What follows belongs to an exercise in optimizing a design on an open flow for small area and a short achievable clock period; a production flow would make more cautious choices. Where RTL was checked, it was by simulation tests only, not by an equivalence proof against the original. Power is estimated from default activity; no workload was simulated.

lane 5:
// wav_riff_stream_parser
module wav_riff_stream_parser (
    input  wire             clk,
    input  wire             rst_n,
    input  wire             bytes_valid,
    output wire             bytes_ready,
    input  wire  [7:0]      bytes_in_byte,
    input  wire             bytes_end_of_file,
    output wire             results_valid,
    input  wire             results_ready,
    output wire  [1:0]      results_out_kind,
    output wire  [15:0]     results_sample_word,
    output wire  [1:0]      results_channel_count,
    output wire  [4:0]      results_sample_bits,
    output wire  [31:0]     results_sample_rate_hz,
    output wire  [2:0]      results_error_code,
    output wire             results_last_of_file
);
clock: 6.0 ns
lec_check: 0
abc_area: 1
cap_margin: 20
core_margin: 2
core_utilization: 40
cts_buf_list: sky130_fd_sc_hd__clkbuf_8
setup_slack_margin: 3.6
slew_margin: 20
standard.sh (not shown) runs the stock make flow with config.mk's settings and CLKGATE_MAP_FILE= SYNTH_SCRIPT=/design/flow/synth_recipe.tcl, a recipe that flattens the netlist after the stock synthesis.
==> flow/flow/run.sh <==
#!/bin/bash
# The standard layout (the standard.sh: standard synthesis and ORFS flow),
# with one change: the port buffers are buf_1 cells instead of the default
# choice. Each tool's full output stays in ORFS's own logs under orfs/logs;
# make's output goes to flow_make.log here.
set -euo pipefail
bash standard.sh "BUFFER_PORTS_ARGS=-buffer_cell sky130_fd_sc_hd__buf_1" finish > flow_make.log 2>&1
Lane 5 reached the final stage; the timing, design-rule and antenna checks on its layout passed.
Input-level comparison between lane 3 and lane 5:
--- a/flow/design.v
+++ b/flow/design.v
@@ -289,17 +289,17 @@
         mlo <= (b[3:0] == e_a[3:0]);
         mhi <= (b[7:4] == e_a[7:4]);
         if (proc && (step == 2'd1) && id_byte)
             ma <= ((k == 2'd0) || ma) && mlo && mhi;
     end
     logic id_byte, fmt_start, rate_wr;
     assign id_byte   = (ph_hdr && (cnt[3:2] != 2'd1)) || (ph_chk && !cnt[2]);
     assign fmt_start = ph_chk && (cnt == 5'd7) && ma && !mb && !seen;
-    assign rate_wr   = upd0 && ph_fmt && (cnt[4:2] == 3'd1);
+    assign rate_wr   = ready_q && ph_fmt && (cnt[4:2] == 3'd1);
     logic d_hdr_r, d_hdr_w, d_hdr3, d_hdr11, d_chk0z, d_chk_adv, d_sz;
     logic d_fmt15, d_fmtlt15, d_fmtge16, d_skip, d_d8, d_d16lo, d_d16hi, d_drain;
     assign d_hdr3    = ph_hdr && (cnt == 5'd3);
     assign d_hdr11   = ph_hdr && (cnt == 5'd11);
     assign d_hdr_w   = ph_hdr && (cnt >= 5'd7) && (cnt <= 5'd10);
     assign d_hdr_r   = ph_hdr && (cnt <= 5'd6) && (cnt != 5'd3);
     assign d_chk0z   = ph_chk && (cnt == 5'd0) && rz;
     assign d_chk_adv = ph_chk && (cnt <= 5'd6) && !((cnt == 5'd0) && rz);
@@ -495,19 +495,19 @@
                 chan_q <= 2'd0;
                 bits_q <= 2'd0;
             end
             else if (upd0 && ph_fmt && (cnt == 5'd3))
                 chan_q <= {f2, f1};
             else if (upd0 && ph_fmt && (cnt == 5'd15))
                 bits_q <= {f16, f8};
             if (rate_wr && tgt == 2'd0)
-                rate_q[7:0]   <= b;
+                rate_q[7:0] <= bytes_in_byte;
             if (rate_wr && tgt == 2'd1)
-                rate_q[15:8]  <= b;
+                rate_q[15:8] <= bytes_in_byte;
             if (rate_wr && tgt == 2'd2)
-                rate_q[23:16] <= b;
+                rate_q[23:16] <= bytes_in_byte;
             if (rate_wr && tgt == 2'd3)
-                rate_q[31:24] <= b;
+                rate_q[31:24] <= bytes_in_byte;
         end
     end
 endmodule
 `default_nettype wire
[summary]
| clock power | higher: lane 5 |. Lane 3 against lane 5; final area is up slightly. Against lane 5, synthesized cell count in lane 3 rose slightly. In lane 3 relative to lane 5, total placed cells including tap cells had gone up slightly. [lane 3 vs lane 5] share of final layout cell area taken by non-clock buffers: higher in lane 3. The final reports for lane 3 and lane 5 show height of the chip higher in the former. Comparing lane 5 and lane 3, the lower setup slack after layout is on lane 3. Relative to lane 5, the non-filler instance count after layout measured on lane 3 has increased slightly.
Function not checked in lane 3: the RTL went through the layout flow alone.

## port drivers added, routing unchanged
No port has a modelled driver above. Below, the same layouts with a new extraction and two added sets of constraints. Step 1 sets driving cells, clkbuf_16 on the clock port and buf_2 on the other inputs (assumed; they add their load-dependent delay and slew). Step 2, shift: input delay + t, output delay - t, t = (earliest + latest rising clock arrival at the registers) / 2. This alone moves slack from input paths to output paths. a / b / c = no drivers / after step 1 / after step 2; a / b = the first two.
run | t (ns) | slack for setup (ns) | worst setup path after step 2 | worst slew at a driven data input, ns
lane 5 | 0.494 | 3.647 / 3.607 / 3.825 | register to register | 0.03
lane 3 | 0.500 | 3.632 / 3.593 / 3.760 | register to register | 0.04
After both steps every run listed still meets setup and hold.
